Background: an optimization exercise with open tools, aiming at small area and a short achievable clock period. Do not read the settings as production practice. Power figures rest on the tool's default switching activity, not on a simulated workload.

Setup of before:
Design fairq_top, start of the top module:
module fairq_top (
   input  logic                   clk,
   input  logic                   reset,
   input  logic                   in_wr,
   input  fairq_pkg::ctrl_t       in_ctrl,
   input  fairq_pkg::data_word_t  in_data,
   input  logic                   rd_dst_addr,
   input  fairq_pkg::queue_idx_t  dst_oq,
   input  fairq_pkg::sram_addr_t  dst_oq_high_addr,
   input  fairq_pkg::sram_addr_t  dst_oq_low_addr,
   output logic                   out_wr,
   output fairq_pkg::ctrl_t       out_ctrl,
   output fairq_pkg::data_word_t  out_data
);
   logic                      ev_open;
   logic                      ev_close;
   logic                      header_word;
   logic                      rewrite_word;
   fairq_pkg::queue_idx_t     src_queue;
   fairq_pkg::queue_idx_t     dst_queue;
   fairq_pkg::sram_addr_t     new_capacity;
   logic                      unused_cap_ge;
   logic                      new_cap_nz;
   logic [8-1:0] lane_live;
   logic [16:0]               lane_cap4  [8];
   fairq_pkg::flow_count_t    lane_open  [8];
   fairq_pkg::flow_count_t    lane_diff  [8];
   fairq_pkg::queue_idx_t     div_queue;
   fairq_pkg::queue_idx_t     div_queue_next;
   fairq_pkg::queue_idx_t     sel_next;
   fairq_pkg::queue_mask_t    sel_hot;
   logic                      a_next;
   logic                      b_next;
   fairq_pkg::queue_idx_t     b_queue_next;
   logic                      port_free;
   logic                      sel_live;
   logic [16:0]               sel_cap4;
   fairq_pkg::flow_count_t    sel_open;
   fairq_pkg::flow_count_t    sel_diff;
   logic                      same_queue;
   logic                      a_open;
   logic                      a_close;
  ...
==> flow/config.mk <==
export PLATFORM = sky130hd
export DESIGN_NAME = fairq_top
export DESIGN_NICKNAME = fairq_top
export VERILOG_FILES = /design/flow/design.v
export SDC_FILE = /design/flow/constraint.sdc
export NUM_CORES = 4
export LEC_CHECK = 0
export CAP_MARGIN = 20
export CORE_MARGIN = 2
export CORE_UTILIZATION = 40
export SLEW_MARGIN = 20
==> flow/constraint.sdc <==
create_clock -name core_clock -period 8.5 [get_ports {clk}]
set_input_delay 1.7000 -clock core_clock [delete_from_list [all_inputs] [get_ports {clk}]]
set_output_delay 1.7000 -clock core_clock [all_outputs]
set_load 0.01 [all_outputs]
standard.sh (not shown) runs the stock make flow with config.mk's settings and CLKGATE_MAP_FILE= SYNTH_SCRIPT=/design/flow/synth_recipe.tcl, a recipe that flattens the netlist after the stock synthesis.
==> flow/flow/run.sh <==
#!/bin/bash
# The standard layout (standard.sh, unchanged synthesis and steps) with two
# knobs the flow settings cannot reach: port buffers are buf_2 cells instead
# of the default delay cells, and timing repair aims for a larger setup slack.
# make's output goes to flow.log here; each ORFS step keeps its own log under
# orfs/logs/.
set -euo pipefail
export BUFFER_PORTS_ARGS="-buffer_cell sky130_fd_sc_hd__buf_2"
export SETUP_SLACK_MARGIN=5
bash standard.sh > flow.log 2>&1
Inputs modified between before and after:
-- flow/design.v --
<<< before, line 140
   end
endmodule
`default_nettype wire
`timescale 1ns/1ps
>>> after, line 140
   end
endmodule
module fairq_step #(
   parameter int W = 16
) (
   input  logic [W-1:0] x,
   input  logic         down,
   output logic [W-1:0] y
);
   logic [W-1:0] t;
   assign t = down ? ~x : x;
   assign y[0] = ~x[0];
   for (genvar i = 1; i < W; i++) begin : g_bit
      assign y[i] = x[i] ^ (&t[i-1:0]);
   end
endmodule
`default_nettype wire
`timescale 1ns/1ps
<<< before, line 214
   output fairq_pkg::data_word_t   out_data
);
   localparam logic [3:0] LAST = 4'd14;
   logic [3:0]    step_count;
   logic [15:0]   divisor;
>>> after, line 228
   output fairq_pkg::data_word_t   out_data
);
   localparam logic [3:0] LAST = 4'd15;
   logic [3:0]    step_count;
   logic [15:0]   divisor;
<<< before, line 224
   logic [15:0]   unused_open_d;
   logic          diff_ok;
   logic [16:0]   part;
   logic [16:0]   dif;
>>> after, line 238
   logic [15:0]   unused_open_d;
   logic          diff_ok;
   logic          diff_ok_r;
   logic [16:0]   part;
   logic [16:0]   dif;
<<< before, line 269
      if (step_count == 4'd0) begin
         live_s    <= port_live;
         divisor   <= diff_ok ? port_diff : 16'd1;
         remainder <= {12'd0, port_cap4[16:13]};
         quotient  <= port_cap4[12:0];
      end else if (step_count != LAST) begin
         if (step_count == 4'd1)
            sat <= (divisor[15:4] == 12'd0) && sat_lo;
         remainder <= ge ? dif[15:0] : part[15:0];
>>> after, line 284
      if (step_count == 4'd0) begin
         live_s    <= port_live;
         diff_ok_r <= diff_ok;
         divisor   <= port_diff;
         remainder <= {12'd0, port_cap4[16:13]};
         quotient  <= port_cap4[12:0];
      end else if (step_count == 4'd1) begin
         if (!diff_ok_r) divisor <= 16'd1;
      end else if (step_count != LAST) begin
         if (step_count == 4'd2)
            sat <= (divisor[15:4] == 12'd0) && sat_lo;
         remainder <= ge ? dif[15:0] : part[15:0];
<<< before, line 386
   fairq_pkg::flow_count_t    open_bus;
   fairq_pkg::flow_count_t    diff_bus;
   fairq_pkg::flow_count_t    diff_step;
   fairq_header_parser u_parser (
      .clk           (clk),
>>> after, line 404
   fairq_pkg::flow_count_t    open_bus;
   fairq_pkg::flow_count_t    diff_bus;
   fairq_pkg::flow_count_t    diff_next;
   fairq_header_parser u_parser (
      .clk           (clk),
<<< before, line 449
   assign do_close = a_close || b_close;
   assign open_two = a_open && a_two;
   always_comb begin
      if (do_open && do_close) diff_step = open_two ? 16'd1 : 16'd0;
      else if (do_open)        diff_step = open_two ? 16'd2 : 16'd1;
      else                     diff_step = 16'hFFFF;
   end
   assign open_bus = reset ? 16'd0 : sel_open + (open_two ? 16'd2 : 16'd1);
   assign diff_bus = reset ? 16'd0 : sel_diff + diff_step;
   fairq_sub #(.W(19)) u_cap (
      .a  (dst_oq_high_addr),
>>> after, line 467
   assign do_close = a_close || b_close;
   assign open_two = a_open && a_two;
   fairq_pkg::flow_count_t    open_p1;
   fairq_pkg::flow_count_t    open_p2;
   fairq_pkg::flow_count_t    diff_p1;
   fairq_pkg::flow_count_t    diff_p2;
   fairq_pkg::flow_count_t    diff_m1;
   fairq_step #(.W(16)) u_open_p1 (.x(sel_open), .down(1'b0), .y(open_p1));
   fairq_step #(.W(15)) u_open_p2 (.x(sel_open[15:1]), .down(1'b0), .y(open_p2[15:1]));
   fairq_step #(.W(16)) u_diff_p1 (.x(sel_diff), .down(1'b0), .y(diff_p1));
   fairq_step #(.W(15)) u_diff_p2 (.x(sel_diff[15:1]), .down(1'b0), .y(diff_p2[15:1]));
   fairq_step #(.W(16)) u_diff_m1 (.x(sel_diff), .down(1'b1), .y(diff_m1));
   assign open_p2[0] = sel_open[0];
   assign diff_p2[0] = sel_diff[0];
   always_comb begin
      if (do_open && do_close) diff_next = open_two ? diff_p1 : sel_diff;
      else if (do_open)        diff_next = open_two ? diff_p2 : diff_p1;
      else                     diff_next = diff_m1;
   end
   assign open_bus = reset ? 16'd0 : (open_two ? open_p2 : open_p1);
   assign diff_bus = reset ? 16'd0 : diff_next;
   fairq_sub #(.W(19)) u_cap (
      .a  (dst_oq_high_addr),
## What came out
Row count of clock-buffer cells in the layout: after higher / before lower
Looking at synthesized area, after sits about 0.7% above before.
Net count after synthesis: lower on before
Summary of after over before: post-layout minimum cycle time grew by 0.14 ns, via count of the first global-routing pass grew by 404, count of final hold-check violations held steady.
On storage element area, before tracks after almost exactly.
Total power: after above before
Lower standby leakage power among after and before: before
Setup slack in after is 0.14 ns lower than in before
Diff before -> after: sequential share of cell area went down by 0.63 points, share of synthesized cell area in full adder, half adder and majority cells went down by 0.18 points.
No run of this note included a check of the RTL's function; only the layout flow was run.

-- re-timing with driven ports --
The flow's constraints put no driver on any port. The routed layouts listed below were extracted and timed again, unchanged, in two steps. Step 1 sets driving cells, clkbuf_16 on the clock port and buf_2 on the other inputs (assumed; they add their load-dependent delay and slew). Step 2 times the ports against the registers' clock, not the clock port: input delays grow and output delays shrink by t, the midpoint of the rising clock arrivals with the driver on. Slacks: ideal ports / drivers / drivers and shift; pairs: ideal ports / drivers.
run | shift t [ns] | setup WS [ns] | worst setup path at the end | clock arrival spread, ns | cell pins on the clock port's net
before | 0.674 | 5.019 / 5.010 / 4.336 | input to register | 0.038 / 0.038 | 1
after | 0.681 | 4.877 / 4.880 / 4.198 | input to register | 0.029 / 0.029 | 1
After both steps every run listed still meets setup and hold. The setup slack of before, which loses most, moves by -0.009 ns with the drivers and by -0.683 ns with both steps.
